From an optimization exercise on the open Yosys and OpenROAD flow, aimed at small area, a short achievable clock period and few clock cycles; shortcuts taken in it are not production practice. For this run, only the layout was checked, not whether the RTL still works. Power figures rest on the tool's default switching activity, not on a simulated workload.

--- flow/design.v ---
`default_nettype none
package mips_isa_pkg;
	typedef logic [31:0] instr_t;
	typedef logic [5:0]  opcode_t;
	typedef logic [5:0]  funct_t;
	typedef logic [4:0]  shamt_t;
	typedef logic [15:0] imm_t;
	localparam int OPC_LSB   = 26;
	localparam int RS_LSB    = 21;
	localparam int RT_LSB    = 16;
	localparam int RD_LSB    = 11;
	localparam int SHAMT_LSB = 6;
	localparam int FUNCT_LSB = 0;
	localparam int IMM_LSB   = 0;
	localparam opcode_t OPC_SPECIAL = 6'h00;  
	localparam opcode_t OPC_ADDI    = 6'h08;
	localparam funct_t FN_SLL  = 6'h00;
	localparam funct_t FN_SRL  = 6'h02;
	localparam funct_t FN_SRA  = 6'h03;
	localparam funct_t FN_ADD  = 6'h20;
	localparam funct_t FN_ADDU = 6'h21;
	localparam funct_t FN_SUB  = 6'h22;
	localparam funct_t FN_SUBU = 6'h23;
	localparam funct_t FN_AND  = 6'h24;
	localparam funct_t FN_OR   = 6'h25;
	localparam funct_t FN_XOR  = 6'h26;
	localparam funct_t FN_NOR  = 6'h27;
	localparam funct_t FN_SLT  = 6'h2A;
	typedef enum logic [3:0] {
		OP_SLL,
		OP_SRL,
		OP_SRA,
		OP_ADD,
		OP_SUB,
		OP_AND,
		OP_OR,
		OP_XOR,
		OP_NOR,
		OP_SLT,
		OP_NONE
	} alu_op_t;
endpackage
`default_nettype wire
`default_nettype none
package mips_exec_pkg;
	typedef logic [31:0] word_t;
	typedef logic [4:0]  reg_idx_t;
	localparam reg_idx_t REG_ZERO = 5'd0;  
	localparam int       NUM_REGS = 32;
endpackage
`default_nettype wire
`timescale 1ns/1ns
`default_nettype none
module mips_regfile
(
	input  wire        clk,
	input  wire        reset,
	input  wire  [4:0] rd_addr_a,
	input  wire  [4:0] rd_addr_b,
	output logic [31:0] rd_data_a,
	output logic [31:0] rd_data_b,
	input  wire        wr_en,
	input  wire  [4:0] wr_addr,
	input  wire [31:0] wr_data
);
	logic [31:0] regs [0:31];
	wire  [31:0] wd = wr_data & {32{~reset}};
	assign regs[0] = 32'd0;
	genvar i;
	for (i = 1; i < 32; i++) begin : g_reg
		logic [31:0] q;
		always_ff @(posedge clk)
			if (reset | (wr_en & (wr_addr == i)))
				q <= wd;
		assign regs[i] = q;
	end
	assign rd_data_a = regs[rd_addr_a];
	assign rd_data_b = regs[rd_addr_b];
endmodule
`default_nettype wire
`timescale 1ns/1ns
`default_nettype none
module mips_alu
(
	input  wire [31:0] s,
	input  wire [31:0] t,
	input  wire [31:0] fwd,
	input  wire        fwd_s,
	input  wire        fwd_t,
	input  wire  [4:0] shamt,
	input  wire        op_add,    
	input  wire        op_sub,    
	input  wire        op_slt,
	input  wire        op_and,
	input  wire        op_or,
	input  wire        op_xor,
	input  wire        op_nor,
	input  wire        op_sll,
	input  wire        op_srl,
	input  wire        op_sra,
	output logic [31:0] y
);
	wire [31:0] a = fwd_s ? fwd : s;
	wire [31:0] b = fwd_t ? fwd : t;
	wire        inv  = op_sub | op_slt;
	wire [31:0] sum  = a + (b ^ {32{inv}}) + {31'd0, inv};
	wire        lt   = (a[31] ^ b[31]) ? a[31] : sum[31];
	logic [31:0] b_rev, sh_in, sh_out, sh_rev;
	always_comb
		for (int k = 0; k < 32; k++)
			b_rev[k] = b[31-k];
	assign sh_in = op_sll ? b_rev : b;
	wire fill = op_sra & b[31];
	assign sh_out = 32'({{32{fill}}, sh_in} >> shamt);
	always_comb
		for (int k = 0; k < 32; k++)
			sh_rev[k] = sh_out[31-k];
	assign y = ({32{op_add | op_sub}} & sum)
	         | ({32{op_and}} & (a & b))
	         | ({32{op_or}}  & (a | b))
	         | ({32{op_xor}} & (a ^ b))
	         | ({32{op_nor}} & ~(a | b))
	         | ({32{op_slt}} & {31'd0, lt})
	         | ({32{op_srl | op_sra}} & sh_out)
	         | ({32{op_sll}} & sh_rev);
endmodule
`default_nettype wire
`timescale 1ns/1ns
`default_nettype none
module instr_accept
(
	input  wire         clk,
	input  wire         reset,
	input  wire         dir,
	input  wire  [31:0] data_in,
	input  wire         adv,
	output logic        ack_prev,
	output logic        ir_v,
	output logic [31:0] ir
);
	always_ff @(posedge clk)
	begin
		if (reset)
		begin
			ack_prev <= 1'b0;
			ir_v     <= 1'b0;
		end
		else
		begin
			ack_prev <= dir & adv;
			if (adv)
				ir_v <= dir;
		end
	end
	always_ff @(posedge clk)
		if (adv)
			ir <= data_in;
endmodule
`default_nettype wire
`timescale 1ns/1ns
`default_nettype none
module exec_core
(
	input  wire         clk,
	input  wire         reset,
	input  wire         adv,
	input  wire         ir_v,
	input  wire  [31:0] ir,
	input  wire  [31:0] d,        
	input  wire         d_wen,    
	input  wire   [4:0] d_dest,
	output logic        x_v,
	output logic        x_wen,
	output logic  [4:0] x_dest,
	output logic [31:0] y
);
	wire [5:0] opcode = ir[31:26];
	wire [5:0] funct  = ir[5:0];
	wire [4:0] rs     = ir[25:21];
	wire [4:0] rt     = ir[20:16];
	wire [4:0] rd     = ir[15:11];
	wire special = (opcode == mips_isa_pkg::OPC_SPECIAL);
	wire addi    = (opcode == mips_isa_pkg::OPC_ADDI);
	wire f_sll = special & (funct == mips_isa_pkg::FN_SLL);
	wire f_srl = special & (funct == mips_isa_pkg::FN_SRL);
	wire f_sra = special & (funct == mips_isa_pkg::FN_SRA);
	wire f_add = special & ((funct == mips_isa_pkg::FN_ADD) | (funct == mips_isa_pkg::FN_ADDU));
	wire f_sub = special & ((funct == mips_isa_pkg::FN_SUB) | (funct == mips_isa_pkg::FN_SUBU));
	wire f_and = special & (funct == mips_isa_pkg::FN_AND);
	wire f_or  = special & (funct == mips_isa_pkg::FN_OR);
	wire f_xor = special & (funct == mips_isa_pkg::FN_XOR);
	wire f_nor = special & (funct == mips_isa_pkg::FN_NOR);
	wire f_slt = special & (funct == mips_isa_pkg::FN_SLT);
	wire writes = addi | f_sll | f_srl | f_sra | f_add | f_sub | f_and | f_or | f_xor
	            | f_nor | f_slt;
	wire [4:0] dest = addi ? rt : rd;
	wire wen = ir_v & writes & (dest != 5'd0);
	wire [31:0] rf_a, rf_b;
	mips_regfile u_regfile (
		.clk       (clk),
		.reset     (reset),
		.rd_addr_a (rs),
		.rd_addr_b (rt),
		.rd_data_a (rf_a),
		.rd_data_b (rf_b),
		.wr_en     (d_wen),
		.wr_addr   (d_dest),
		.wr_data   (d)
	);
	wire [31:0] rd_a = (d_wen & (d_dest == rs)) ? d : rf_a;
	wire [31:0] rd_b = (d_wen & (d_dest == rt)) ? d : rf_b;
	logic [31:0] s, t;
	logic        fwd_s, fwd_t;
	logic  [4:0] shamt;
	logic        op_add, op_sub, op_slt, op_and, op_or, op_xor, op_nor;
	logic        op_sll, op_srl, op_sra;
	always_ff @(posedge clk)
	begin
		if (reset)
		begin
			x_v   <= 1'b0;
			x_wen <= 1'b0;
		end
		else if (adv)
		begin
			x_v   <= ir_v;
			x_wen <= wen;
		end
	end
	always_ff @(posedge clk)
	begin
		if (adv)
		begin
			s      <= rd_a;
			t      <= addi ? {{16{ir[15]}}, ir[15:0]} : rd_b;
			fwd_s  <= x_wen & (x_dest == rs);
			fwd_t  <= x_wen & (x_dest == rt) & ~addi;
			x_dest <= dest;
			shamt  <= ir[10:6];
			op_add <= addi | f_add;
			op_sub <= f_sub;
			op_slt <= f_slt;
			op_and <= f_and;
			op_or  <= f_or;
			op_xor <= f_xor;
			op_nor <= f_nor;
			op_sll <= f_sll;
			op_srl <= f_srl;
			op_sra <= f_sra;
		end
	end
	mips_alu u_alu (
		.s      (s),
		.t      (t),
		.fwd    (d),
		.fwd_s  (fwd_s),
		.fwd_t  (fwd_t),
		.shamt  (shamt),
		.op_add (op_add),
		.op_sub (op_sub),
		.op_slt (op_slt),
		.op_and (op_and),
		.op_or  (op_or),
		.op_xor (op_xor),
		.op_nor (op_nor),
		.op_sll (op_sll),
		.op_srl (op_srl),
		.op_sra (op_sra),
		.y      (y)
	);
endmodule
`default_nettype wire
`timescale 1ns/1ns
`default_nettype none
module result_port
(
	input  wire         clk,
	input  wire         reset,
	input  wire         x_v,
	input  wire         x_wen,
	input  wire   [4:0] x_dest,
	input  wire  [31:0] y,
	input  wire         ack_from_next,
	output logic        adv,
	output logic        dor,
	output logic [31:0] data_out,
	output logic        d_wen,
	output logic  [4:0] d_dest
);
	assign adv = ~dor | ack_from_next;
	always_ff @(posedge clk)
	begin
		if (reset)
		begin
			dor   <= 1'b0;
			d_wen <= 1'b0;
		end
		else if (adv)
		begin
			dor   <= x_v;
			d_wen <= x_wen;
		end
	end
	always_ff @(posedge clk)
	begin
		if (adv)
		begin
			data_out <= y;
			d_dest   <= x_dest;
		end
	end
endmodule
`default_nettype wire
`timescale 1ns/1ns
`default_nettype none
module mips_decoder_top
(
	input  wire    clk,
	input  wire    reset,
	input  wire    dir,
	input  mips_isa_pkg::instr_t data_in,
	input  wire    ack_from_next,
	output logic   ack_prev,
	output logic   dor,
	output mips_exec_pkg::word_t  data_out
);
	logic        adv;
	logic        ir_v;
	logic [31:0] ir;
	logic        x_v, x_wen;
	logic  [4:0] x_dest;
	logic [31:0] y;
	logic        d_wen;
	logic  [4:0] d_dest;
	instr_accept u_accept (
		.clk      (clk),
		.reset    (reset),
		.dir      (dir),
		.data_in  (data_in),
		.adv      (adv),
		.ack_prev (ack_prev),
		.ir_v     (ir_v),
		.ir       (ir)
	);
	exec_core u_core (
		.clk    (clk),
		.reset  (reset),
		.adv    (adv),
		.ir_v   (ir_v),
		.ir     (ir),
		.d      (data_out),
		.d_wen  (d_wen),
		.d_dest (d_dest),
		.x_v    (x_v),
		.x_wen  (x_wen),
		.x_dest (x_dest),
		.y      (y)
	);
	result_port u_result (
		.clk           (clk),
		.reset         (reset),
		.x_v           (x_v),
		.x_wen         (x_wen),
		.x_dest        (x_dest),
		.y             (y),
		.ack_from_next (ack_from_next),
		.adv           (adv),
		.dor           (dor),
		.data_out      (data_out),
		.d_wen         (d_wen),
		.d_dest        (d_dest)
	);
endmodule
`default_nettype wire
--- flow/run.sh ---
#!/bin/bash
# synth_recipe.tcl (not shown) runs the flow's synth.tcl, then flattens the netlist and writes it again
# the make line also repeats each setting of config.mk as NAME=value (left out here)
make -C /OpenROAD-flow-scripts/flow DESIGN_CONFIG=/design/flow/config.mk WORK_HOME=/design/flow/orfs CLKGATE_MAP_FILE= SYNTH_SCRIPT=/design/flow/synth_recipe.tcl finish
--- flow/config.mk ---
export PLATFORM = sky130hd
export DESIGN_NAME = mips_decoder_top
export DESIGN_NICKNAME = mips_decoder_top
export VERILOG_FILES = /design/flow/design.v
export SDC_FILE = /design/flow/constraint.sdc
export NUM_CORES = 4
export LEC_CHECK = 0
export CAP_MARGIN = 20
export CORE_MARGIN = 2
export CORE_UTILIZATION = 40
export SLEW_MARGIN = 20
--- flow/constraint.sdc ---
create_clock -name core_clock -period 7.0 [get_ports {clk}]
set_input_delay 1.4000 -clock core_clock [delete_from_list [all_inputs] [get_ports {clk}]]
set_output_delay 1.4000 -clock core_clock [all_outputs]
set_load 0.01 [all_outputs]
==> metrics.cfg <==
[yosys]
synth_fp_nets = 4187
synth_top_area_cell = edfxtp_1
synth_edf_count = 1147
async_flop_share_pct = 0
yosysSeqAreaShare_pct = 62.6
ys_ff_latch = 1153
ys_top_cells_by_area = edfxtp_1 62%, a221oi_1 5.3%, a22o_1 4.8%, a22oi_1 4.5%, ha_1 2.1%
netlist_area_um2 = 55200
synth_top_area_share_pct = 62.4
synth_cells = 4056
ys_types = 81
synthTopCellsByCount = 1,147 x edfxtp_1, 331 x a221oi_1, 329 x a22oi_1
synth_ff_type = edfxtp_1
synth_area_per_cell_um2 = 13.6
yosysMostFrequentCell = edfxtp_1
ys_warn_count = 6

[cts]
clock-root-buffer = clkbuf_16
post_cts_buffers = 0
cts_tree = done
cts.clk_slew.worst_paths_ns = 0.06
worst_skew_pair.late_latency_ns = 0.79
cts.repair.resized = 0
cts.sinks = 1153
cts.htree.levels = 3
cts_buffers = 114
cts_hold_buf = 0
clk_path_buf_depth = 3

[critical_path]
rr_worst_depth = 12
slowest_delay_ns = 1.09
critPathCaptureType = flop
crit_path_cell_trace = buf_4, mux2i_1, inv_1, xnor2_1, nand2b_1, mux2_2, o21ai_1, a221o_1, nor3_4, o31ai_1, xnor2_1, o21ai_1
worstPathRequired_ns = 7.46
crit_type = reg -> reg
startpoint = u_core.fwd_s$_DFFE_PN_
arrival_ns = 5.46
r2r-start = u_core.fwd_s$_DFFE_PN_
worst_setup_path_start_kind = flop
cp_max_fo = 32
cp_slowest_cell = edfxtp_1

[detailed_routing]
drc = 0
routed_wl_um = 265000
drtPass1Iterations = 12
drt_iter0_markers = 11700
drtAntennaViolNets = 0
vias_per_cell = 7.68
wl_per_cell_um = 44.0
dr_total_vias = 46300

[finish]
nets = 4258
seqCellArea_um2 = 34600
area_delta_synth_final_pct = 14.7
multi_input_comb_area_um2 = 19900
fin_cells = 6025
layout-drive-gt1-share_pct = 15.0
final_util_pct = 46.1
fill_cells = 12100

[timing]
fmaxAchievable_ghz = 0.200
hold_viol_final = 0
setup_ws_ns = 1.99
setup_viol = 0
slew_headroom_pct = 15.9
rsz0062_at_grt = false
finalClockSkew_ns = 0.101
fin_setup_tns_ns = 0
hold_slack_ns = 0.486
fin_crit_ns = 5.01
tightest_slew_ns = 1.26
period_share_pct = 71.5
drv_slew = 0

[floorplanning]
pin_count = 70
coreArea_um2 = 137000
die_area_um2 = 141000
die_w_um = 375
fp.dieH_um = 375
start_util_pct = 40.2
num_rows = 136

[grt]
track_usage_pct = 36.2
grt_pass1_wl_um = 354000
grt_max_degree = 121
grt_pass1_vias = 42800
grt.overflow.total = 0
antenna_found_initial = 15

[worst_hold_path]
min_path_type = reg -> reg
holdPathStages = 0
hp-start = u_accept.ir[9]$_DFFE_PN_

[placed_design]
dpl_worst_slack_ns = 2.19
numPortBuffers = 69
hpwl_um = 154000
gp_congestion = 0.982
placedCellCount = 5802

[power_and_ir_drop]
peakVddDrop_uv = 244
power_density_nw_per_um2 = 300
p_leak_nw = 22.2

[status]
status = complete, no violations

[flow_run]
max_cap_violations = 0

## path summary, 6_finish.rpt
check / end / slack [ns]
max: u_result.data_out[0]$_DFFE_PN_ / 1.99
min: u_core.shamt[3]$_DFFE_PN_ / 0.49
max reg2reg: u_result.data_out[0]$_DFFE_PN_ / 1.99
min reg2reg: u_core.shamt[3]$_DFFE_PN_ / 0.49
## critical path: cells and delay by family, from the launching register on
kind | cells | cell delay, ns
AO/OA/AOI/OAI | 4 | 1.34
XOR/XNOR | 2 | 0.41
flip-flops | 1 | 1.09
AND/OR/NAND/NOR | 2 | 0.28
buffers and inverters | 2 | 0.77
multiplexers | 2 | 0.82
## layout make-up
| class | instances | share of cell area, % |
|---|---|---|
| Clock buffer | 132 | 4.65 |
| Multi-Input combinational cell | 2494 | 31.4 |
| Inverter | 98 | 0.593 |
| Antenna cell | 10 | 0.0395 |
| Sequential cell | 1153 | 54.6 |
| Tap cell | 1794 | 3.55 |
| Clock inverter | 78 | 1.57 |
| Timing Repair Buffer | 266 | 3.55 |
## where the power goes
group | total (mW) | leakage, nW | internal (mW) | switching (mW)
Clock | 6.57 | 1.89 | 3.70 | 2.87
Sequential | 9.24 | 12.0 | 8.54 | 0.700
Combinational | 3.20 | 8.33 | 1.04 | 2.16
## routing by layer
| metal | share of wire [%] | track usage, % | up-vias |
|---|---|---|---|
| li1 | - | - | 17100 |
| met1 | 33 | 43.7 | 22500 |
| met2 | 41 | 51.3 | 5224 |
| met3 | 17 | 17.6 | 1533 |
| met4 | 8.7 | 23.4 | 22 |
| met5 | 0.15 | 1.30 | - |
## registers in the layout, summed over array words and instances, names as in the netlist, 5 cells and up
signal,cells
u_result.data_out,32
u_core.x_dest,5
u_core.t,32
u_core.shamt,5
u_core.u_regfile.g.q,992
u_result.d_dest,5
u_accept.ir,32
u_core.s,32
## through the flow
stage | total power [mW] | cell area [um^2]
5_1_grt | 19.4 | 63300
4_1_cts | 18.7 | 63200
3_5_place_dp | 12.3 | 59200
6_report | 19.0 | 63300
3_3_place_gp | 12.3 | 59200
2_1_floorplan | 10.8 | 55200
## cell families after synthesis
logic type | synth area share [%]
xor gates and xnor gates | 1.44
DFF | 62.6
buffers and inverters | 2.87
adders and majority gates | 2.17
and+or+nand+nor | 6.45
AOI/OAI and AO/OA | 19.7
muxes | 4.72
## cells in the final DEF, fill, tap and decap left out, types with 34 or more instances in the layout
master,n
a21oi_1,82
a221oi_1,331
a222oi_1,64
a22o_1,302
a22oi_1,329
buf_4,189
clkbuf_16,115
clkdlybuf4s50_1,68
edfxtp_1,1147
ha_1,94
inv_1,85
mux2_2,55
mux2i_1,97
mux4_2,34
nand2_1,151
nand3_1,131
nand4_1,93
nor2_1,94
nor2_4,63
nor3_1,35
o21ai_0,111
xnor2_1,61

## afterwards: timing with drivers on the ports
No port has a modelled driver above. Below, the same layout with a new extraction and two added sets of constraints.
Step 1, drivers: a clkbuf_16 drives clk and a buf_2 each remaining input, both assumed.
Step 2 adds t to the input delays and takes it off the output delays; t is the mean of the earliest and latest rising clock arrival at the registers after step 1. Input paths then give back, and output paths get back, about the clock's delay inside the block.
a / b / c = ideal ports / drivers / drivers and shift; a / b = the first two.
shift t [ns]: 0.822
setup WS [ns]: 1.994 / 1.994 / 1.994
worst register clock-pin slew, ns: 0.07 / 0.07
pins driven straight from the clock port: 1
After both steps this run still meets setup and hold. The setup slack of this run moves by 0.000 ns with the drivers and by 0.000 ns with both steps.
